Source: an optimization exercise on an open RTL-to-GDS flow (aim: small area, a short achievable clock period and few clock cycles per item). Production flows keep margins and buffers that such runs may drop.
Function was checked by simulation only, so behaviour that the tests miss may differ from the original.

==> flow/config.mk <==
export PLATFORM = sky130hd
export DESIGN_NAME = fme_halfpel_win
export DESIGN_NICKNAME = fme_halfpel_win
export VERILOG_FILES = /design/flow/design.v
export SDC_FILE = /design/flow/constraint.sdc
export NUM_CORES = 4
export LEC_CHECK = 0
export ABC_AREA = 1
export CAP_MARGIN = 20
export CORE_MARGIN = 2
export CORE_UTILIZATION = 40
export CTS_CLUSTER_DIAMETER = 150
export CTS_CLUSTER_SIZE = 26
export SLEW_MARGIN = 20
==> flow/constraint.sdc <==
create_clock -name core_clock -period 9.5 [get_ports {clk}]
set_input_delay 1.9000 -clock core_clock [delete_from_list [all_inputs] [get_ports {clk}]]
set_output_delay 1.9000 -clock core_clock [all_outputs]
set_load 0.01 [all_outputs]
==> flow/design.v <==
module fme_halfpel_win #(
  parameter int PIX_W = 8,
  parameter int REF_W = 16,
  parameter int REF_H = 16
) (
  input  logic                         clk,
  input  logic                         rst,
  input  logic                         start,
  input  logic [$clog2(REF_W)-1:0]     cx,
  input  logic [$clog2(REF_H)-1:0]     cy,
  output logic                         rd_en,
  output logic [$clog2(REF_W*REF_H)-1:0] rd_addr,
  input  logic [PIX_W-1:0]             rd_data,
  output logic                         busy,
  output logic                         done,
  output logic [9*PIX_W-1:0]           half
);
  localparam int HW = 15;    
  localparam int VW = 20;    
  localparam logic [4:0] W0  = 5'b0_000_0;
  localparam logic [4:0] W1  = 5'b0_001_0;
  localparam logic [4:0] WM4 = 5'b1_000_1;
  localparam logic [4:0] WM5 = 5'b1_001_1;
  localparam logic [4:0] W16 = 5'b0_010_0;
  localparam logic [4:0] W20 = 5'b0_010_1;
  localparam logic [4:0] W36 = 5'b0_100_1;
  function automatic logic [4:0] wt0(input logic [2:0] d, input logic [3:0] ctr);
    if (ctr == 4'd0 && d == 3'd0)       wt0 = W36;
    else if (ctr == 4'd1 && d == 3'd7)  wt0 = W16;
    else if (ctr == 4'd2 && d == 3'd6)  wt0 = WM4;
    else if (ctr == 4'd14 && d == 3'd1) wt0 = WM4;
    else if (ctr == 4'd15 && d == 3'd0) wt0 = W16;
    else case (d)
      3'd5:    wt0 = W1;     
      3'd6:    wt0 = WM5;    
      3'd7:    wt0 = W20;    
      3'd0:    wt0 = W20;
      3'd1:    wt0 = WM5;
      3'd2:    wt0 = W1;
      default: wt0 = W0;
    endcase
  endfunction
  function automatic logic [4:0] wt1(input logic [2:0] d, input logic [3:0] ctr);
    if (ctr == 4'd0 && d == 3'd0)       wt1 = W16;
    else if (ctr == 4'd1 && d == 3'd7)  wt1 = WM4;
    else if (ctr == 4'd13 && d == 3'd2) wt1 = WM4;
    else if (ctr == 4'd14 && d == 3'd1) wt1 = W16;
    else if (ctr == 4'd15 && d == 3'd0) wt1 = W36;
    else case (d)
      3'd6:    wt1 = W1;     
      3'd7:    wt1 = WM5;    
      3'd0:    wt1 = W20;
      3'd1:    wt1 = W20;
      3'd2:    wt1 = WM5;
      3'd3:    wt1 = W1;
      default: wt1 = W0;
    endcase
  endfunction
  function automatic logic [VW-1:0] mac(input logic [VW-1:0] acc, input logic [4:0] w,
                                        input logic [VW-1:0] x);
    logic [VW-1:0] a, b, n;
    n = {VW{w[4]}};
    a = ({VW{w[3]}} & (x << 5)) | ({VW{w[2]}} & (x << 4)) | ({VW{w[1]}} & x);
    b = {VW{w[0]}} & (x << 2);
    mac = acc + (a ^ n) + (b ^ n);
  endfunction
  function automatic logic [PIX_W-1:0] clip5(input logic [HW-1:0] v);
    if (v[HW-1])      clip5 = '0;
    else if (v[HW-2]) clip5 = '1;
    else              clip5 = v[12:5];
  endfunction
  function automatic logic [PIX_W-1:0] clip10(input logic [VW-1:0] v);
    if (v[VW-1])      clip10 = '0;
    else if (v[VW-2]) clip10 = '1;
    else              clip10 = v[17:10];
  endfunction
  function automatic logic neg2_0(input logic [3:0] ctr);
    neg2_0 = !(ctr == 4'd0 || ctr == 4'd1 || ctr == 4'd15);
  endfunction
  function automatic logic neg2_1(input logic [3:0] ctr);
    neg2_1 = !(ctr == 4'd0 || ctr == 4'd14 || ctr == 4'd15);
  endfunction
  function automatic logic [3:0] lo_of(input logic [3:0] p);
    lo_of = (p < 4'd3) ? 4'd0 : p - 4'd3;
  endfunction
  function automatic logic [3:0] hi_of(input logic [3:0] p);
    hi_of = (p > 4'd12) ? 4'd15 : p + 4'd3;
  endfunction
  function automatic logic [3:0] first_of(input logic [3:0] p);
    first_of = (p == 4'd15) ? 4'd12 : p + 4'd1;
  endfunction
  function automatic logic [2:0] dlo_of(input logic [3:0] p);
    dlo_of = (p == 4'd0) ? 3'd0 : (p == 4'd1) ? 3'd7 : (p == 4'd2) ? 3'd6 : 3'd5;
  endfunction
  function automatic logic [2:0] dhi_of(input logic [3:0] p);
    dhi_of = (p == 4'd15) ? 3'd0 : (p == 4'd14) ? 3'd1 : (p == 4'd13) ? 3'd2 : 3'd3;
  endfunction
  function automatic logic [2:0] dfirst_of(input logic [3:0] p);
    dfirst_of = (p == 4'd15) ? 3'd5 : 3'd1;
  endfunction
  logic       accept;
  logic [3:0] cx_q, cy_q;
  logic [3:0] rr, cc;
  logic [2:0] dr, dc;            
  logic       last_a;
  logic       fin;
  assign accept = start & ~busy;
  assign last_a = (dr == 3'd0) && (dc == 3'd0);
  always_ff @(posedge clk or negedge rst) begin
    if (!rst) begin
      busy  <= 1'b0;
      rd_en <= 1'b0;
    end else begin
      busy  <= accept | (busy & ~fin);
      rd_en <= accept | (rd_en & ~last_a);
    end
  end
  always_ff @(posedge clk) begin
    if (!busy) begin
      cx_q <= cx;
      cy_q <= cy;
      rr   <= first_of(cy);
      cc   <= first_of(cx);
      dr   <= dfirst_of(cy);
      dc   <= dfirst_of(cx);
    end else if (rd_en) begin
      if (dc == 3'd0) begin
        cc <= first_of(cx_q);
        dc <= dfirst_of(cx_q);
        if (dr == dhi_of(cy_q)) begin
          rr <= lo_of(cy_q);
          dr <= dlo_of(cy_q);
        end else begin
          rr <= rr + 4'd1;
          dr <= dr + 3'd1;
        end
      end else if (dc == dhi_of(cx_q)) begin
        cc <= lo_of(cx_q);
        dc <= dlo_of(cx_q);
      end else begin
        cc <= cc + 4'd1;
        dc <= dc + 3'd1;
      end
    end
  end
  assign rd_addr = {rr, cc};
  logic       vb, lb;
  logic [2:0] rb, cb;            
  logic [PIX_W-1:0] pix;
  logic       first_b, vflag_b, vnext;
  logic [4:0] a0c, a1c;         
  logic       fstc;             
  logic       vfc;              
  logic       lcc;              
  logic       q1, q2;           
  logic [4:0] nb0, nb1;         
  logic [2:0] tb_d;
  logic [3:0] tb_c;
  logic       w1, w2;           
  assign first_b = (cb == dfirst_of(cx_q));
  assign vflag_b = (cb == 3'd0);
  assign vnext   = vb & vflag_b;
  always_ff @(posedge clk or negedge rst) begin
    if (!rst) begin
      vb   <= 1'b0;
      lb   <= 1'b0;
      fstc <= 1'b0;
      vfc  <= 1'b0;
      lcc  <= 1'b0;
      q1   <= 1'b0;
      q2   <= 1'b0;
      w1   <= 1'b0;
      w2   <= 1'b0;
      fin  <= 1'b0;
      done <= 1'b0;
    end else begin
      vb   <= rd_en;
      lb   <= rd_en & last_a;
      fstc <= vb & first_b;
      vfc  <= vnext;
      lcc  <= lb;
      q1   <= lcc;
      q2   <= q1;
      w1   <= vfc;
      w2   <= w1;
      fin  <= q2;
      done <= fin;
    end
  end
  always_ff @(posedge clk) begin
    rb  <= dr;
    cb  <= dc;
    pix <= rd_data;
    a0c <= !vb ? W0 : vflag_b ? ((cx_q == 4'd0) ? W36 : (cx_q == 4'd15) ? W16 : W20) : nb0;
    a1c <= !vb ? W0 : vflag_b ? ((cx_q == 4'd0) ? W16 : (cx_q == 4'd15) ? W36 : W20) : nb1;
  end
  logic [HW-1:0] h0, h1, h0n, h1n, hold0, hold1;
  logic [PIX_W-1:0] pxh;         
  logic [4:0]    hb0, hb1;       
  logic [VW-1:0] px;
  logic          hn0, hn1;       
  assign px  = VW'(pix);
  assign h0n = HW'(mac(VW'(fstc ? {10'd0, 2'b10, hn0, ~hn0, 1'b0} : h0), a0c, px));
  assign h1n = HW'(mac(VW'(fstc ? {10'd0, 2'b10, hn1, ~hn1, 1'b0} : h1), a1c, px));
  assign tb_d = vflag_b ? rb : cb;
  assign tb_c = vflag_b ? cy_q : cx_q;
  assign nb0  = wt0(tb_d, tb_c);
  assign nb1  = wt1(tb_d, tb_c);
  always_ff @(posedge clk) begin
    if (!busy) begin
      hn0 <= neg2_0(cx);
      hn1 <= neg2_1(cx);
    end
    h0 <= h0n;
    h1 <= h1n;
    if (vfc) begin
      hold0 <= h0n;
      hold1 <= h1n;
    end
    if (vnext) begin
      pxh <= rd_data;
      hb0 <= nb0;
      hb1 <= nb1;
    end
  end
  logic [1:0]    ph, ph_n;
  logic          updv_n, updh_n, upd_n;
  logic [4:0]    uw0, uw1;       
  logic          xs;             
  logic          zi;             
  logic          zn0, zn1;       
  logic [VW-1:0] r00, r01, r02, r10, r11, r12;
  logic [VW-1:0] x0, x1, s0, s1, pv, a0i, a1i;
  logic          fresh;          
  function automatic logic [1:0] mod3_span(input logic [3:0] p);   
    case (p)
      4'd1, 4'd14: mod3_span = 2'd2;                  
      4'd2, 4'd13: mod3_span = 2'd0;                  
      default:     mod3_span = 2'd1;                  
    endcase
  endfunction
  function automatic logic [1:0] ph_start(input logic [3:0] x, input logic [3:0] y);
    logic [1:0] mx, my, n3;
    mx = mod3_span(x);
    my = mod3_span(y);
    n3 = (mx == 2'd0 || my == 2'd0) ? 2'd0 :
         (mx == my) ? 2'd1 : 2'd2;                     
    case (n3)                                          
      2'd0:    ph_start = 2'd1;
      2'd1:    ph_start = 2'd0;
      default: ph_start = 2'd2;
    endcase
  endfunction
  assign ph_n   = !busy ? ph_start(cx, cy) : (ph == 2'd2) ? 2'd0 : ph + 2'd1;
  assign updv_n = (ph_n == 2'd2) & (vnext | vfc | w1);
  assign updh_n = (ph_n != 2'd2) & (vfc | w1 | w2);
  assign upd_n  = updv_n | updh_n;
  always_ff @(posedge clk) begin
    ph    <= ph_n;
    xs    <= (ph_n == 2'd2);
    fresh <= !busy | (fresh & ~w2);
    zi    <= fresh & upd_n;
    zn0   <= (ph_n == 2'd1) ? neg2_1(cy_q) : neg2_0(cy_q);
    zn1   <= (ph_n == 2'd0) ? neg2_0(cy_q) : neg2_1(cy_q);
    uw0   <= !upd_n ? W0 : (ph_n == 2'd0) ? hb0 : (ph_n == 2'd1) ? hb1 : vnext ? nb0 : hb0;
    uw1   <= !upd_n ? W0 : (ph_n == 2'd0) ? hb0 : (ph_n == 2'd1) ? hb1 : vnext ? nb1 : hb1;
  end
  assign pv = VW'({pxh, 5'b0});
  assign x0 = xs ? pv : {{(VW-HW){hold0[HW-1]}}, hold0};
  assign x1 = xs ? pv : {{(VW-HW){hold1[HW-1]}}, hold1};
  assign a0i = zi ? VW'({xs, 6'b0, zn0, ~zn0, 1'b0}) : r00;
  assign a1i = zi ? VW'({xs, 6'b0, zn1, ~zn1, 1'b0}) : r10;
  assign s0 = mac(a0i, uw0, x0);
  assign s1 = mac(a1i, uw1, x1);
  always_ff @(posedge clk) begin
    r00 <= r01;
    r01 <= r02;
    r02 <= s0;
    r10 <= r11;
    r11 <= r12;
    r12 <= s1;
  end
  always_ff @(posedge clk or negedge rst) begin
    if (!rst) half <= '0;
    else if (fin) begin
      half[0*PIX_W +: PIX_W] <= clip10(r01);
      half[1*PIX_W +: PIX_W] <= clip10(r00);
      half[2*PIX_W +: PIX_W] <= clip10(r11);
      half[3*PIX_W +: PIX_W] <= clip5(hold0);
      half[4*PIX_W +: PIX_W] <= pxh;
      half[5*PIX_W +: PIX_W] <= clip5(hold1);
      half[6*PIX_W +: PIX_W] <= clip10(r02);
      half[7*PIX_W +: PIX_W] <= clip10(r10);
      half[8*PIX_W +: PIX_W] <= clip10(r12);
    end
  end
endmodule
==> flow/flow/run.sh <==
#!/bin/bash
set -euo pipefail
MARGIN=6.2
bash standard.sh SETUP_SLACK_MARGIN=$MARGIN "BUFFER_PORTS_ARGS=-buffer_cell sky130_fd_sc_hd__buf_2" finish > orfs_make.log 2>&1
==> flow/standard.sh <==
#!/bin/bash
# synth_recipe.tcl (not shown) runs the flow's synth.tcl, then flattens the netlist and writes it again
# the make line also repeats each setting of config.mk as NAME=value (left out here)
make -C /OpenROAD-flow-scripts/flow DESIGN_CONFIG=/design/flow/config.mk WORK_HOME=/design/flow/orfs CLKGATE_MAP_FILE= SYNTH_SCRIPT=/design/flow/synth_recipe.tcl "${@:-finish}"
==> notes.md, run 1 <==
Clock Tree Root=clkbuf_16; Min Hold Slack=0.328 ns; worst hold stages=0; CP endpoint kind=output port; Worst-path clk slew=0.10 ns; first-pass GRT wire length=73.6 mm; Synth cell types=49; initial antenna violation count=0; largest net degree at the start of global routing=64; Slew HR=0.430; multi-input logic area=9230 um^2; DRC=0; crit path DAT=1.27 ns; top cells by area, synth=dfxtp_1 22%, dfrtp_1 11%, edfxtp_1 10%; Max Slew Vio Count=0; GP Congestion=0.907; critical path class=reg -> out; Port Buf Inserts=101; Finished Layout Cells=2,858; Top Ports=102; drt pass-1 iters=4; Worst Path Max Fanout=14; Max Fclk=0.315 GHz; Vias per Instance=4.92; fraction of registers with async set/reset=0.244; Yosys reg bits=348; worst-skew pair later-pin latency=0.54 ns; clk_skew=0.0273 ns; GRT Total Usage=0.191; layout cells sized above 1=0.114; CTS tree=done; grt ovf=0; Synth top area share=0.217; DP Wirelength=35.2 mm; Ys Warns=1; Final period util=0.334; die width=219 um; die area=48,200 um^2; Post-Route Setup TNS=0 ns; Crit path depth=1; Cells after DPL=2,811; nets=2,408; worst path cell trace=buf_2; Area Overhead vs Synth=10.7%; clock buffer depth=3; Max Cap Viol=0; worst slew pin tran=0.854 ns; status=no timing/DRC/antenna violations; Core Region=45,600 um^2; Syn Area/Cell=8.58 um^2; Die H=219 um; Cell Rows=78; Reg2Reg Setup Slack=6.36 ns; Iter 0 DRT Violations=901; Num CTS Buffers=17; Reg2Reg Depth=14; Worst Hold Class=reg -> reg; Final Hold Fails=0; register area share after synthesis=0.432; Crit path largest cell delay=0.55 ns; library cell with the highest instance count after synthesis=nand2_1; critical path's top delay family=flip-flops; slowest stage cell, crit path=dfrtp_2; Synth area leader=dfxtp_1; cells after synthesis=2,165; min cycle time layout=3.17 ns; RSZ-0062 raised after global routing=yes; WP buf/inv=1; final wirelength=45.5 mm; routed vias=14,100; mapped cell area=18,600 um^2; Sequential cell area=8050 um^2; DRT antenna net count=0; Post-synth EDFFs=62; Data required, critical path=7.60 ns; synth cell count leaders=422 x nand2_1, 324 x inv_1, 201 x dfxtp_1; starting density of the core=0.407; Final Setup Violations=0; fillers=4,526; Worst setup SP type=flop; Antenna Cells=0; syn_nets=2,325; WL/cell=15.9 um; vias in the first global route=13,900; Sink Count=348; Post-synth top flop=dfxtp_1; H-tree Lvls=1
sequential cells by signal, indices dropped and copies added, names as in the netlist, 8 cells and up:
| register | cells |
|---|---|
| pxh | 8 |
| r12 | 20 |
| r02 | 20 |
| r01 | 20 |
| r00 | 20 |
| h0 | 15 |
| hold0 | 15 |
| r10 | 20 |
| r11 | 20 |
| half | 72 |
| h1 | 15 |
| pix | 8 |
| hold1 | 15 |
cells in the final DEF, fill, tap and decap left out, types with 6 or more instances in the layout:
master,count
clkbuf_1,10
fa_1,54
nand2_2,19
nand3_2,6
buf_2,100
edfxtp_1,62
dfxtp_2,11
dfrtp_1,82
nand2_1,416
xor2_1,156
mux2_2,10
nand4_1,7
a21boi_0,8
dfxtp_1,186
buf_4,21
o21bai_1,8
nor3_1,7
xnor2_1,25
a31oi_1,8
clkbuf_16,19
nor2_2,11
o21ai_0,67
nor2_4,7
ha_1,84
nand3_1,122
nor2_1,148
o21ai_2,8
o21ai_1,8
o22ai_1,82
o211ai_1,15
a21oi_1,88
inv_1,322
layer usage:
layer  share of wire  GRT usage
met3           0.043     0.0222
met4           0.019     0.0421
met1            0.49      0.270
met2            0.45      0.312
met5               0          0
cell type report:
class,instances,area share
Timing Repair Buffer,126,0.0371
Clock inverter,2,0.000974
Inverter,334,0.0622
Tap cell,600,0.0365
Sequential cell,348,0.392
Clock buffer,27,0.0225
Multi-Input combinational cell,1421,0.449
kinds of logic after synthesis:
| kind of cell | synth area share |
|---|---|
| AOI/OAI and AO/OA | 0.103 |
| xor gates and xnor gates | 0.0859 |
| adders and majority gates | 0.117 |
| buffers and inverters | 0.0823 |
| DFF | 0.432 |
| muxes | 0.00714 |
| and+or+nand+nor | 0.173 |
timing repair:
item,CTS,global route
gates cloned,0,2
pin swaps,3,3
buffers inserted,6,10
endpoints found under the hold margin,0,0
gates resized for setup,42,52
endpoints found under the setup margin,81,36
hold buffers,0,0
through the flow:
step           setup WS (ns)  area (um^2)  utilization
3_5_place_dp            5.36        19600        0.430
4_1_cts                 6.20        20200        0.444
6_report                6.33        20500        0.451
5_1_grt                 6.15        20500        0.451
2_1_floorplan           6.21        18600            -
3_3_place_gp            5.45        19600        0.430
worst paths after layout:
| path | start | to |
|---|---|---|
| min | r11[5] | r10[5] |
| max | busy | busy |
| max in group asynchronous | rst | half[44] |
| max reg2reg | pxh[1] | r02[17] |
| min in group asynchronous | rst | fstc |
| min reg2reg | r11[5] | r10[5] |
Testbench counts, summed over its fixed seeds: cycles 17,279, items 384.
==> run 2, diff against run 1 <==
==> flow/flow/run.sh (replaced) <==
#!/bin/bash
set -euo pipefail
MARGIN=6.3
bash standard.sh SETUP_SLACK_MARGIN=$MARGIN "BUFFER_PORTS_ARGS=-buffer_cell sky130_fd_sc_hd__buf_2" finish > orfs_make.log 2>&1
==> run 2 against run 1 <==
Compared with the run above: still clean; synthesized area unchanged; maximum frequency increased by 0.66%; critical endpoint is now r02[18]; sequential share of layout area decreased by 1.1 points; critical path depth increased by 13.
==> notes.md, run 2 <==
status=no timing/DRC/antenna violations; Post-synth EDFFs=62 (unchanged); GP Congestion=0.928 (+2.3%); max layer used=met4; Worst setup SP type=flop; DP Wirelength=35.1 mm (-0.32%); final wirelength=46.5 mm (+2.1%); Sequential cell area=8060 um^2 (+0.14%); Ys Warns=1 (unchanged); min cycle time layout=3.15 ns (-0.0209 ns); WL/cell=16.1 um (+1.3%); Max Cap Viol=0 (unchanged); Iter 0 DRT Violations=887 (-1.6%); Post-CTS Hold Fix Bufs=0 (unchanged); Post-Route Setup TNS=0 ns (unchanged); RSZ-0062 raised after global routing=yes; Port Buf Inserts=101 (unchanged); Worst-path clk slew=0.11 ns (about the same); Worst Hold Class=reg -> reg; worst slew pin tran=0.857 ns (+0.00294 ns); Area Overhead vs Synth=14.1%; max reg flops=72 (unchanged); routed vias=14,200 (+0.87%); top cells by area, synth=dfxtp_1 22%, dfrtp_1 11%, edfxtp_1 10%; clk_skew=0.0210 ns (-0.00628 ns); GRT Total Usage=0.192 (+0.00137); DR WL met2=20.9 mm (+1.6%); Cells after DPL=2,813 (+0.071%); vias in the first global route=13,800 (-0.65%); post-route cell area=21,200 um^2 (+3.1%); Slew HR=0.428 (-0.00196); clock buffer depth=3 (unchanged); crit path DAT=3.57 ns (+2.30 ns); DRC=0 (unchanged); fillers=4,385 (-3.1%); Reg2Reg Depth=14 (unchanged); Yosys reg bits=348 (unchanged); multi-input logic area=9650 um^2 (+4.6%); critical path class=reg -> reg; Antenna Cells=0 (unchanged); fraction of registers with async set/reset=0.244 (unchanged); largest net degree at the start of global routing=65 (+1.6%); Top reg by flops=half; Synth top area share=0.217 (unchanged); Final Setup Violations=0 (unchanged); Post-synth top flop=dfxtp_1; Syn Area/Cell=8.58 um^2 (unchanged); Top Ports=102 (unchanged); Finished Layout Cells=2,879 (+0.73%); CP startpoint=xs; H-tree Lvls=1 (unchanged); mapped cell area=18,600 um^2 (unchanged); layout cells sized above 1=0.155 (+0.0406); syn_nets=2,325 (unchanged); DRT antenna net count=0 (unchanged); RR Endpoint=r02[18]; most common cell after layout, fill and taps aside=nand2_1; synth cell count leaders=422 x nand2_1, 324 x inv_1, 201 x dfxtp_1; most frequent cells in the layout=401 x nand2_1, 317 x inv_1, 182 x dfxtp_1; starting density of the core=0.407 (unchanged); Reg2Reg Setup Slack=6.35 ns (about the same); Core Region=45,600 um^2 (unchanged); Synth area leader=dfxtp_1; wl on met1=22.2 mm (+0.54%); worst-skew pair later-pin latency=0.53 ns (about the same); CTS tree=done; initial antenna violation count=0 (unchanged); Synth cell types=49 (unchanged); Data required, critical path=9.92 ns (+2.32 ns); first-pass GRT wire length=73.7 mm (about the same); Final period util=0.332 (-0.00220); grt ovf=0 (unchanged); placed cell areas=19,600 um^2 (about the same); Max Slew Vio Count=0 (unchanged); Max Fclk=0.317 GHz (+0.66%); Worst Path Max Fanout=33 (+19); register area share after synthesis=0.432 (unchanged); Vias per Instance=4.93 (+0.14%); Cell Rows=78 (unchanged); met3 routed WL=2.04 mm (+5.6%); Num CTS Buffers=17 (unchanged); Final Hold Fails=0 (unchanged); CP endpoint=r02[18]; CP endpoint kind=flop; cells after synthesis=2,165 (unchanged); Clock Tree Root=clkbuf_16; Min Hold Slack=0.317 ns (-0.0111 ns); worst r2r src=xs; library cell with the highest instance count after synthesis=nand2_1; nets=2,429 (+0.87%); Sink Count=348 (unchanged); die width=219 um (unchanged); Die H=219 um (unchanged); die area=48,200 um^2 (unchanged); drt pass-1 iters=5 (+1)
==> run 2: metrics by stage <==
step / setup slack (ns) / utilization
after floorplan: 6.30 / -
after global placement: 5.49 / 0.431
after detailed placement: 5.39 / 0.431
after CTS: 6.28 / 0.448
after global routing: 6.26 / 0.465
final: 6.35 / 0.465
==> run 2: what timing repair did <==
item / 4_1_cts / 5_1_grt
pin swaps: 5 / 21
buffers inserted: 16 / 18
resized for setup: 53 / 144
setup endpoints to repair: 71 / 51
gates cloned: 1 / 2
==> run 2: metal layers <==
metal | vias to the layer above | track usage
li1 | 7143 | -
met1 | 6682 | 0.272
met2 | 313 | 0.311
met3 | 58 | 0.0218
met4 | 0 | 0.0516
met5 | - | 0
==> run 2: kinds of logic after synthesis <==
| logic type | after synthesis | share of synthesized area |
|---|---|---|
| AND/OR/NAND/NOR | 761 | 0.173 |
| buffers and inverters | 396 | 0.0823 |
| flip-flops | 348 | 0.432 |
| AO/OA/AOI/OAI | 325 | 0.103 |
| XOR/XNOR | 182 | 0.0859 |
| adder cells (fa/ha/maj) | 141 | 0.117 |
| multiplexers | 12 | 0.00714 |
==> run 2: layout make-up <==
cell class / count / area share
clock inverter: 2 / 0.00106
timing repair buffer: 146 / 0.0448
timing repair inverter: 1 / 0.000413
tap: 600 / 0.0354
multi-input combinational: 1421 / 0.456
sequential: 348 / 0.380
inverter: 334 / 0.0606
clock buffer: 27 / 0.0219
==> run 2: critical path: stages (launching register included) <==
cell,delay [ns]
dfxtp_4,0.43
clkinv_8,0.09
buf_16,0.17
nand2_1,0.07
nand2_1,0.11
nand2_1,0.10
nand3_1,0.11
xor2_1,0.18
fa_1,0.44
ha_1,0.38
a21oi_1,0.32
o31ai_1,0.17
a21oi_1,0.18
nand3_1,0.13
xor2_1,0.16
==> run 2: worst min path at each step <==
stage / slack [ns] / cells after the start / endpoint / startpoint
global placement: 0.31 / 0 / r11[2] / r12[2]
global route: 0.33 / 0 / r10[1] / r11[1]
finish: 0.32 / 0 / r10[1] / r11[1]
floorplan: 0.31 / 0 / r00[0] / r01[0]
CTS: 0.32 / 0 / r10[1] / r11[1]
detailed placement: 0.31 / 0 / r01[8] / r02[8]
==> run 3, diff against run 2 <==
==> flow/flow/run.sh (replaced) <==
#!/bin/bash
set -euo pipefail
MARGIN=6.2
bash standard.sh SETUP_SLACK_MARGIN=$MARGIN "BUFFER_PORTS_ARGS=-buffer_cell sky130_fd_sc_hd__buf_2" finish > orfs_make.log 2>&1
--- a/flow/config.mk
+++ b/flow/config.mk
@@ -10,5 +10,5 @@
 export CORE_MARGIN = 2
 export CORE_UTILIZATION = 40
-export CTS_CLUSTER_DIAMETER = 150
-export CTS_CLUSTER_SIZE = 26
+export CTS_CLUSTER_DIAMETER = 120
+export CTS_CLUSTER_SIZE = 28
 export SLEW_MARGIN = 20
==> run 3 against run 2 <==
Compared with the run above: hold slack better by 0.011 ns; register-to-register slack got worse by 0.05 ns; global-route usage decreased by 0.15 points; critical endpoint is now r02[13].
==> notes.md, run 3 <==
Reg2Reg Setup Slack=6.29 ns (-0.05 ns); Worst setup SP type=flop; multi-input logic area=9230 um^2 (-4.3%); clk_skew=0.0214 ns (+0.000398 ns); fillers=4,541 (+3.6%); Final period util=0.338 (+0.00575); routed vias=14,000 (-1.5%); Max Fclk=0.312 GHz (-1.7%); Ys Warns=1 (unchanged); fraction of registers with async set/reset=0.244 (unchanged); Worst Hold Class=reg -> reg; DRT antenna net count=0 (unchanged); WL/cell=15.9 um (-1.5%); mapped cell area=18,600 um^2 (unchanged); min cycle time layout=3.21 ns (+0.0547 ns); Top reg by flops=half; post-synthesis mux area share=0.00714 (unchanged); first-pass GRT wire length=73.5 mm (-0.25%); Top Ports=102 (unchanged); Final Setup Violations=0 (unchanged); GP Congestion=0.907 (-2.3%); syn_nets=2,325 (unchanged); Worst-path clk slew=0.11 ns (about the same); Core Region=45,600 um^2 (unchanged); worst r2r src=pxh[1]; Iter 0 DRT Violations=885 (-0.23%); initial antenna violation count=0 (unchanged); top cells by area, synth=dfxtp_1 22%, dfrtp_1 11%, edfxtp_1 10%; worst-skew pair later-pin latency=0.54 ns (about the same); H-tree Lvls=1 (unchanged); Worst Path Max Fanout=4 (-88%); Hold EP=r00[6]; RR Endpoint=r02[13]; adder-cell share of the synthesized area=0.117 (unchanged); library cell with the highest instance count after synthesis=nand2_1; crit path DAT=3.64 ns (+0.07 ns); CTS tree=done; Die H=219 um (unchanged); CP endpoint kind=flop; Sink Count=348 (unchanged); hold path start=r01[6]; max reg flops=72 (unchanged); most frequent cells in the layout=417 x nand2_1, 322 x inv_1, 188 x dfxtp_1; DRC=0 (unchanged); register area share after synthesis=0.432 (unchanged); worst slew pin tran=0.847 ns (-0.0108 ns); Post-synth EDFFs=62 (unchanged); post-synthesis xor/xnor area fraction=0.0859 (unchanged); layout cells sized above 1=0.114 (-0.0404); vias in the first global route=13,900 (+0.22%); most common cell after layout, fill and taps aside=nand2_1; Synth Area in Compound Gates=0.103 (unchanged); Vias per Instance=4.90 (-0.59%); largest net degree at the start of global routing=64 (-1.5%); drt pass-1 iters=6 (+1); Port Buf Inserts=101 (unchanged); Area Overhead vs Synth=10.6%; Yosys reg bits=348 (unchanged); Slew HR=0.436 (+0.00717); Max Slew Vio Count=0 (unchanged); Num CTS Buffers=17 (unchanged); Syn Area/Cell=8.58 um^2 (unchanged); Synth cell types=49 (unchanged); Post-Route Setup TNS=0 ns (unchanged); final wirelength=45.4 mm (-2.4%); Sequential cell area=8040 um^2 (-0.17%); cells after synthesis=2,165 (unchanged); GRT Total Usage=0.191 (-0.00153); Cell Rows=78 (unchanged); RSZ-0062 raised after global routing=yes; Synth area leader=dfxtp_1; worst hold stages=0 (unchanged); die width=219 um (unchanged); starting density of the core=0.407 (unchanged); DP Wirelength=35.2 mm (+0.32%); nets=2,404 (-1.0%); Synth top area share=0.217 (unchanged); synth cell count leaders=422 x nand2_1, 324 x inv_1, 201 x dfxtp_1; largest family of logic cells by synthesized area=simple AND/OR/NAND/NOR gates; clock buffer depth=3 (unchanged); grt ovf=0 (unchanged); die area=48,200 um^2 (unchanged); Clock Tree Root=clkbuf_16; Reg2Reg Depth=14 (unchanged); Final Hold Fails=0 (unchanged); Max Cap Viol=0 (unchanged); status=no timing/DRC/antenna violations; Post-synth top flop=dfxtp_1; Data required, critical path=9.93 ns (about the same); critical path class=reg -> reg; Antenna Cells=0 (unchanged); simple-gate share of the synthesized area=0.173 (unchanged)
run 3: cell count changes in the layout (fill, tap and decap cells not counted), sizes merged:
cell | previous run | this run
clkbuf | 28 | 26
inv | 331 | 333
buf | 144 | 121
bufbuf | 1 | 0
clkinv | 5 | 4
run 3: cells by family after synthesis:
kind of cell,count (synthesis)
AOI/OAI and AO/OA,325
buffers and inverters,396
xor gates and xnor gates,182
muxes,12
and+or+nand+nor,761
adders and majority gates,141
DFF,348
run 3: critical path, cell delays in order (launching register included):
cell and delay [ns]:
edfxtp_1 0.52, nand2_1 0.19, nand2_1 0.16, a21oi_1 0.23, xor2_1 0.21, fa_1 0.44, inv_1 0.07, ha_1 0.27
a21oi_1 0.19, o21ai_2 0.10, nand2_1 0.07, nand3_1 0.11, a31oi_2 0.25, o21ai_0 0.13, xor2_1 0.16
run 3: worst max path at each step:
stage,start,end,slack [ns]
after floorplan,fstc,hold1[10],6.21
after global placement,xs,r02[14],5.45
after detailed placement,xs,r12[12],5.36
after CTS,uw0[0],r02[18],6.18
after global routing,xs,r12[12],6.10
final,pxh[1],r02[13],6.29
run 3: final cells by class:
class                           instances  area share
Multi-Input combinational cell       1421       0.450
Sequential cell                       348       0.392
Inverter                              334      0.0623
Tap cell                              600      0.0366
Timing Repair Buffer                  122      0.0349
Clock buffer                           25      0.0227
Clock inverter                          4     0.00244
run 3: per-stage QoR:
step | utilization | cell area [um^2] | hold WS (ns) | worst slack (ns) | instances
2_1_floorplan | - | 18600 | 0.310 | 6.21 | 2165
4_1_cts | 0.444 | 20200 | 0.333 | 6.18 | 2843
3_5_place_dp | 0.430 | 19600 | 0.312 | 5.36 | 2811
5_1_grt | 0.451 | 20500 | 0.333 | 6.10 | 2854
6_report | 0.451 | 20500 | 0.327 | 6.29 | 2854
3_3_place_gp | 0.430 | 19600 | 0.310 | 5.45 | 2811
run 3: routing by layer:
layer	wire length, um	global-route usage
met1	22200	0.271
met2	20600	0.313
met3	1760	0.0225
met4	814	0.0369
met5	0	0
run 3: timing repair:
action	4_1_cts	5_1_grt
pin swaps	2	9
resized for setup	40	55
gates cloned	0	1
setup buffers	3	10
setup endpoints to repair	80	41
hold buffers	0	0
==> run 4, diff against run 3 <==
==> flow/flow/run.sh (replaced) <==
#!/bin/bash
set -euo pipefail
MARGIN=6.2
bash standard.sh SETUP_SLACK_MARGIN=$MARGIN "BUFFER_PORTS_ARGS=-buffer_cell sky130_fd_sc_hd__buf_1" finish > orfs_make.log 2>&1
--- a/flow/config.mk
+++ b/flow/config.mk
@@ -10,5 +10,5 @@
 export CORE_MARGIN = 2
 export CORE_UTILIZATION = 40
-export CTS_CLUSTER_DIAMETER = 120
-export CTS_CLUSTER_SIZE = 28
+export CTS_CLUSTER_DIAMETER = 150
+export CTS_CLUSTER_SIZE = 26
 export SLEW_MARGIN = 20
==> run 4 against run 3 <==
Compared with the run above: first-iteration DRC count rose by 13%; routed wire length fell by 2.8%; highest routed layer unchanged; via count rose by 0.26%; sequential share of layout area rose by 0.26 points; largest cell class unchanged.
==> notes.md, run 4 <==
Vias per Instance=4.91 (+0.22%); Synth cell types=49 (unchanged); Core Region=45,600 um^2 (unchanged); Slew HR=0.510 (+0.0745); H-tree Lvls=1 (unchanged); vias in the first global route=14,100 (+1.4%); Antenna Cells=0 (unchanged); DRC=0 (unchanged); routed vias=14,000 (+0.26%); Post-synth top flop=dfxtp_1; die width=219 um (unchanged); synth cell count leaders=422 x nand2_1, 324 x inv_1, 201 x dfxtp_1; Syn Area/Cell=8.58 um^2 (unchanged); fillers=4,524 (-0.37%); largest net degree at the start of global routing=59 (-7.8%); worst r2r src=pxh[0]; layout cells sized above 1=0.0692 (-0.0453); status=no timing/DRC/antenna violations; drt pass-1 iters=5 (-1); slowest stage cell, crit path=dfrtp_2; max reg flops=72 (unchanged); clock buffer depth=3 (unchanged); final wirelength=44.1 mm (-2.8%); mapped cell area=18,600 um^2 (unchanged); Post-CTS Hold Fix Bufs=0 (unchanged); Worst-path clk slew=0.11 ns (about the same); worst path cell trace=buf_1; Port Buf Inserts=101 (unchanged); Die H=219 um (unchanged); most frequent cells in the layout=414 x nand2_1, 322 x inv_1, 190 x dfxtp_1; RSZ-0062 raised after global routing=yes; crit path DAT=1.28 ns (-2.36 ns); Num CTS Buffers=17 (unchanged); initial antenna violation count=0 (unchanged); Reg2Reg Depth=14 (unchanged); Max Fclk=0.314 GHz (+0.76%); hold path start=r11[2]; Ys Warns=1 (unchanged); Final Setup Violations=0 (unchanged); Hold EP=r10[2]; DP Wirelength=34.3 mm (-2.6%); Worst setup SP type=flop; Worst Hold Class=reg -> reg; Top reg by flops=half; Reg2Reg Setup Slack=6.34 ns (+0.05 ns); critical path's top delay family=flip-flops; syn_nets=2,325 (unchanged); GRT Total Usage=0.187 (-0.00371); Max Slew Vio Count=0 (unchanged); library cell with the highest instance count after synthesis=nand2_1; register area share after synthesis=0.432 (unchanged); Post-Route Setup TNS=0 ns (unchanged); RR Endpoint=r02[16]; Synth top area share=0.217 (unchanged); CP endpoint kind=output port; die area=48,200 um^2 (unchanged); first-pass GRT wire length=72.5 mm (-1.4%); WL/cell=15.4 um (-2.8%); Top Ports=102 (unchanged); critical path class=reg -> out; worst slew pin tran=0.730 ns (-0.117 ns); DRT antenna net count=0 (unchanged); starting density of the core=0.407 (unchanged); min cycle time layout=3.18 ns (-0.0242 ns); Final period util=0.335 (-0.00255); Cell Rows=78 (unchanged); Sink Count=348 (unchanged); Worst Path Max Fanout=14 (+10); Crit path largest cell delay=0.56 ns (+0.04 ns); cells after synthesis=2,165 (unchanged); Synth area leader=dfxtp_1; top cells by area, synth=dfxtp_1 22%, dfrtp_1 11%, edfxtp_1 10%; Post-synth EDFFs=62 (unchanged); Clock Tree Root=clkbuf_16; CTS tree=done; Max Cap Viol=0 (unchanged); clk_skew=0.0229 ns (+0.00158 ns); Yosys reg bits=348 (unchanged); grt ovf=0 (unchanged); most common cell after layout, fill and taps aside=nand2_1; Area Overhead vs Synth=9.81%; nets=2,405 (+0.042%); worst hold stages=0 (unchanged); GP Congestion=0.935 (+3.1%); WP buf/inv=1 (unchanged); Data required, critical path=7.60 ns (-2.33 ns); Final Hold Fails=0 (unchanged); Iter 0 DRT Violations=996 (+13%); worst-skew pair later-pin latency=0.53 ns (about the same); fraction of registers with async set/reset=0.244 (unchanged)
-- run 4: cell count changes in the layout (fill, tap and decap cells not counted), sizes merged --
| cell | previous run | this run |
|---|---|---|
| buf | 121 | 119 |
| inv | 333 | 330 |
| clkbuf | 26 | 32 |
-- run 4: worst max path at each step --
stage                     cells past startpoint        end  startpoint  slack, ns
after detailed placement                     14     uw1[3]       cx[0]       5.34
final                                         1       busy        busy       6.32
after global placement                       14     uw0[3]       cx[0]       5.42
after CTS                                    14    r02[16]      uw0[2]       6.20
after global routing                         16    r02[19]          xs       6.16
after floorplan                              15  hold1[10]        fstc       6.21
-- run 4: layout make-up --
type,count,area (um^2),area share
tap,600,751,0.0368
multi-input combinational,1421,9250,0.454
sequential,348,8040,0.394
inverter,334,1270,0.0624
timing repair buffer,123,598,0.0293
clock inverter,1,16.3,0.000798
clock buffer,28,467,0.0229
-- run 4: per-layer routing --
layer	global-route usage	share of wire	vias to the layer above
met4	0.0493	0.024	0
met1	0.260	0.48	6546
met3	0.0262	0.050	55
met5	0	0	-
met2	0.304	0.45	328
li1	-	-	7097
-- run 4: kinds of logic (layout without fill, tap and decap cells) --
family	count (synthesis)	in the layout	share of synthesized area
fa+ha+maj	141	141	0.117
xor+xnor	182	182	0.0859
buf+inv	396	486	0.0823
flops	348	348	0.432
mux	12	12	0.00714
simple gates	761	761	0.173
compound gates	325	325	0.103
-- run 4: repair_timing --
| action | CTS | global route |
|---|---|---|
| buffers inserted | 6 | 7 |
| hold endpoints to repair | 0 | 0 |
| pin swaps | 2 | 5 |
| setup endpoints to repair | 60 | 48 |
| resized for setup | 28 | 69 |
-- run 4: per-stage QoR --
step | setup slack [ns] | cells | util | cell area (um^2) | hold WS, ns
5_1_grt | 6.16 | 2855 | 0.447 | 20400 | 0.340
3_3_place_gp | 5.42 | 2813 | 0.428 | 19500 | 0.310
2_1_floorplan | 6.21 | 2165 | - | 18600 | 0.310
6_report | 6.32 | 2855 | 0.447 | 20400 | 0.329
3_5_place_dp | 5.34 | 2813 | 0.428 | 19500 | 0.312
4_1_cts | 6.20 | 2848 | 0.441 | 20100 | 0.323
==> run 5, diff against run 4 <==
--- a/flow/design.v
+++ b/flow/design.v
@@ -65,4 +65,14 @@
     mac = acc + (a ^ n) + (b ^ n);
   endfunction
+  function automatic logic [VW-1:0] mac2(input logic [VW-1:0] acc,
+      input logic [4:0] wh, input logic [VW-1:0] xh,
+      input logic [4:0] wv, input logic [VW-1:0] xv);
+    logic [VW-1:0] a, b, n;
+    n = {VW{wh[4] | wv[4]}};
+    a = ({VW{wh[3]}} & (xh << 5)) | ({VW{wh[2]}} & (xh << 4)) | ({VW{wh[1]}} & xh) |
+        ({VW{wv[3]}} & (xv << 5)) | ({VW{wv[2]}} & (xv << 4)) | ({VW{wv[1]}} & xv);
+    b = ({VW{wh[0]}} & (xh << 2)) | ({VW{wv[0]}} & (xv << 2));
+    mac2 = acc + (a ^ n) + (b ^ n);
+  endfunction
   function automatic logic [PIX_W-1:0] clip5(input logic [HW-1:0] v);
     if (v[HW-1])      clip5 = '0;
@@ -170,6 +180,4 @@
       q1   <= 1'b0;
       q2   <= 1'b0;
-      w1   <= 1'b0;
-      w2   <= 1'b0;
       fin  <= 1'b0;
       done <= 1'b0;
@@ -182,6 +190,4 @@
       q1   <= lcc;
       q2   <= q1;
-      w1   <= vfc;
-      w2   <= w1;
       fin  <= q2;
       done <= fin;
@@ -194,4 +200,6 @@
     a0c <= !vb ? W0 : vflag_b ? ((cx_q == 4'd0) ? W36 : (cx_q == 4'd15) ? W16 : W20) : nb0;
     a1c <= !vb ? W0 : vflag_b ? ((cx_q == 4'd0) ? W16 : (cx_q == 4'd15) ? W36 : W20) : nb1;
+    w1  <= vfc;
+    w2  <= w1;
   end
   logic [HW-1:0] h0, h1, h0n, h1n, hold0, hold1;
@@ -226,5 +234,6 @@
   logic [1:0]    ph, ph_n;
   logic          updv_n, updh_n, upd_n;
-  logic [4:0]    uw0, uw1;       
+  logic [4:0]    uh0, uh1;       
+  logic [4:0]    uv0, uv1;       
   logic          xs;             
   logic          zi;             
@@ -263,14 +272,16 @@
     zn0   <= (ph_n == 2'd1) ? neg2_1(cy_q) : neg2_0(cy_q);
     zn1   <= (ph_n == 2'd0) ? neg2_0(cy_q) : neg2_1(cy_q);
-    uw0   <= !upd_n ? W0 : (ph_n == 2'd0) ? hb0 : (ph_n == 2'd1) ? hb1 : vnext ? nb0 : hb0;
-    uw1   <= !upd_n ? W0 : (ph_n == 2'd0) ? hb0 : (ph_n == 2'd1) ? hb1 : vnext ? nb1 : hb1;
+    uh0   <= !updh_n ? W0 : (ph_n == 2'd0) ? hb0 : hb1;
+    uh1   <= !updh_n ? W0 : (ph_n == 2'd0) ? hb0 : hb1;
+    uv0   <= !updv_n ? W0 : vnext ? nb0 : hb0;
+    uv1   <= !updv_n ? W0 : vnext ? nb1 : hb1;
   end
   assign pv = VW'({pxh, 5'b0});
-  assign x0 = xs ? pv : {{(VW-HW){hold0[HW-1]}}, hold0};
-  assign x1 = xs ? pv : {{(VW-HW){hold1[HW-1]}}, hold1};
+  assign x0 = {{(VW-HW){hold0[HW-1]}}, hold0};
+  assign x1 = {{(VW-HW){hold1[HW-1]}}, hold1};
   assign a0i = zi ? VW'({xs, 6'b0, zn0, ~zn0, 1'b0}) : r00;
   assign a1i = zi ? VW'({xs, 6'b0, zn1, ~zn1, 1'b0}) : r10;
-  assign s0 = mac(a0i, uw0, x0);
-  assign s1 = mac(a1i, uw1, x1);
+  assign s0 = mac2(a0i, uh0, x0, uv0, pv);
+  assign s1 = mac2(a1i, uh1, x1, uv1, pv);
   always_ff @(posedge clk) begin
     r00 <= r01;
==> flow/flow/run.sh (replaced) <==
#!/bin/bash
set -euo pipefail
MARGIN=6.0
bash standard.sh SETUP_SLACK_MARGIN=$MARGIN "BUFFER_PORTS_ARGS=-buffer_cell sky130_fd_sc_hd__buf_2" finish > orfs_make.log 2>&1
==> run 5 against run 4 <==
Compared with the run above: still clean on timing, DRC and antenna; design area is 0.44% higher; final cell count rose by 1.1%; sequential share of layout area increased by 0.21 points; via count increased by 3.5%; maximum frequency is 5.9% lower; flip-flop and latch count up 5; synthesized cell count rose by 1.1%; non-clock buffer count is 5 lower; clock-buffer cell count decreased by 1; critical path type unchanged.
==> notes.md, run 5 <==
Max Slew Vio Count=0 (unchanged); post-synthesis mux area share=0.00241 (-0.00474); Worst Hold Class=reg -> reg; Slew HR=0.422 (-0.0885); die area=48,600 um^2 (+0.84%); Max Cap Viol=0 (unchanged); Crit path largest cell delay=0.71 ns (+0.15 ns); starting density of the core=0.404 (-0.00344); Post-synth top flop=dfxtp_1; synth cell count leaders=374 x nand2_1, 360 x inv_1, 208 x dfxtp_1; Area Overhead vs Synth=9.35%; post-route cell area=20,500 um^2 (+0.44%); layout cells sized above 1=0.0926 (+0.0234); CP endpoint kind=output port; grt ovf=0 (unchanged); Finished Layout Cells=2,886 (+1.1%); first-pass GRT wire length=76.4 mm (+5.4%); largest family of logic cells by synthesized area=simple AND/OR/NAND/NOR gates; Yosys reg bits=353 (+1.4%); register area share after synthesis=0.433 (+0.00115); Ys Warns=1 (unchanged); die width=220 um (+0.42%); Top reg by flops=half; Iter 0 DRT Violations=1,082 (+8.6%); clk_skew=0.0149 ns (-0.00808 ns); Top Ports=102 (unchanged); max reg flops=72 (unchanged); vias in the first global route=14,300 (+1.6%); Clock Tree Root=clkbuf_16; Port Buf Inserts=101 (unchanged); placed cell areas=19,800 um^2 (+1.7%); final wirelength=47.4 mm (+7.6%); crit path DAT=1.48 ns (+0.20 ns); Syn Area/Cell=8.56 um^2 (-0.20%); nets=2,429 (+1.0%); clock buffer depth=3 (unchanged); drt pass-1 iters=6 (+1); fraction of registers with async set/reset=0.235 (-0.00913); DRC=0 (unchanged); Post-CTS Hold Fix Bufs=0 (unchanged); Worst Path Max Fanout=15 (+1); Synth top area share=0.222 (+0.00564); worst slew pin tran=0.862 ns (+0.132 ns); cells after synthesis=2,188 (+1.1%); Synth cell types=49 (unchanged); Worst-path clk slew=0.11 ns (about the same); Cells after DPL=2,848 (+1.2%); simple-gate share of the synthesized area=0.157 (-0.0164); Post-Route Setup TNS=0 ns (unchanged); Final Hold Fails=0 (unchanged); most frequent cells in the layout=374 x nand2_1, 357 x inv_1, 204 x dfxtp_1; Sink Count=353 (+1.4%); Max Fclk=0.295 GHz (-5.9%); largest net degree at the start of global routing=66 (+12%); Post-synth EDFFs=62 (unchanged); mapped cell area=18,700 um^2 (+0.86%); Worst setup SP type=flop; top cells by area, synth=dfxtp_1 22%, dfrtp_1 11%, edfxtp_1 9.9%; final core occ=0.442 (-0.00563); syn_nets=2,348 (+0.99%); Die H=220 um (+0.42%); Vias per Instance=5.03 (+2.4%); status=no timing/DRC/antenna violations; Cell Rows=79 (+1.3%); RSZ-0062 raised after global routing=yes; slowest stage cell, crit path=dfrtp_1; H-tree Lvls=1 (unchanged); Final period util=0.356 (+0.0211); WL/cell=16.4 um (+6.4%); GRT Total Usage=0.198 (+0.0110); library cell with the highest instance count after synthesis=nand2_1; routed vias=14,500 (+3.5%); Antenna Cells=0 (unchanged); CTS tree=done; initial antenna violation count=0 (unchanged); Synth Area in Compound Gates=0.120 (+0.0172); min cycle time layout=3.38 ns (+0.201 ns); DP Wirelength=37.2 mm (+8.7%); Data required, critical path=7.60 ns (about the same); most common cell after layout, fill and taps aside=nand2_1; Synth area leader=dfxtp_1; worst-skew pair later-pin latency=0.53 ns (about the same); Final Setup Violations=0 (unchanged); worst path cell trace=buf_2; DRT antenna net count=0 (unchanged); Core Region=46,400 um^2 (+1.7%); WP buf/inv=1 (unchanged); Num CTS Buffers=17 (unchanged); critical path class=reg -> out; adder-cell share of the synthesized area=0.116 (-0.000992); post-synthesis xor/xnor area fraction=0.0842 (-0.00166); GP Congestion=0.926 (-0.94%); critical path's top delay family=flip-flops
==> run 5: through the flow <==
stage | hold WS [ns] | setup slack [ns]
after CTS | 0.329 | 5.95
after detailed placement | 0.312 | 5.66
after global placement | 0.311 | 5.54
after global routing | 0.340 | 5.95
final | 0.330 | 6.12
after floorplan | 0.310 | 6.37
==> run 5: layer usage <==
metal,up-vias,track usage,wire (um)
li1,7206,-,-
met1,6790,0.273,22200
met2,440,0.325,21400
met3,86,0.0230,2470
met4,0,0.0622,1400
met5,-,0,0
==> run 5: worst paths after layout <==
path,from,endpoint,slack [ns],depth (start not counted)
max,busy,busy,6.12,1
min,r11[5],r10[5],0.33,0
max reg2reg,pxh[6],r12[18],6.18,14
min reg2reg,r11[5],r10[5],0.33,0
max in group asynchronous,rst,half[45],7.08,2
min in group asynchronous,rst,lb,1.27,1
==> run 5: cell type report <==
type / count / area [um^2]
Sequential cell: 353 / 8120
Clock inverter: 2 / 28.8
Clock buffer: 27 / 463
Timing Repair Buffer: 118 / 639
Tap cell: 607 / 759
Fill cell: 4579 / 25900
Multi-Input combinational cell: 1403 / 9030
Inverter: 376 / 1440
==> run 5: cells by family after synthesis <==
family | after synthesis
xor gates and xnor gates | 180
muxes | 4
AOI/OAI and AO/OA | 377
and+or+nand+nor | 701
DFF | 353
adders and majority gates | 141
buffers and inverters | 432
==> run 5: what timing repair did <==
| action | 4_1_cts | 5_1_grt |
|---|---|---|
| setup buffers | 0 | 9 |
| pin swaps | 0 | 0 |
| hold endpoints to repair | 0 | 0 |
| setup endpoints to repair | 34 | 31 |
| gates resized for setup | 8 | 30 |
Testbench counts of run 5, summed over its fixed seeds: cycles 17,279, items 384.

==> static timing again, ports no longer ideal <==
The results above use ideal ports. As a check the final layouts listed here were re-extracted and re-timed, cells and wires unchanged. Step 1, drivers: a clkbuf_16 drives clk and a buf_2 each remaining input, both assumed. Step 2 adds t to the input delays and takes it off the output delays; t is the mean of the earliest and latest rising clock arrival at the registers after step 1. Input paths then give back, and output paths get back, about the clock's delay inside the block. Three values: ideal, step 1, step 2; two values: the first two.
| run | t, ns | slack for setup (ns) | hold WS [ns] | worst setup path at the end | latest minus earliest clock arrival (ns) |
|---|---|---|---|---|---|
| run 1 | 0.581 | 6.326 / 6.270 / 5.835 | 0.328 / 0.328 / 0.328 | input to register | 0.027 / 0.028 |
| run 2 | 0.579 | 6.347 / 6.347 / 5.891 | 0.317 / 0.317 / 0.317 | input to register | 0.021 / 0.021 |
| run 3 | 0.583 | 6.292 / 6.254 / 5.836 | 0.327 / 0.327 / 0.327 | input to register | 0.022 / 0.021 |
| run 4 | 0.572 | 6.316 / 6.263 / 5.803 | 0.329 / 0.329 / 0.329 | input to register | 0.023 / 0.023 |
| run 5 | 0.583 | 6.116 / 6.058 / 5.797 | 0.330 / 0.330 / 0.330 | input to register | 0.017 / 0.017 |
After both steps setup and hold are still met in every run listed. For run 4, which loses most, drivers alone change the setup slack by -0.053 ns; drivers and shift together by -0.513 ns.
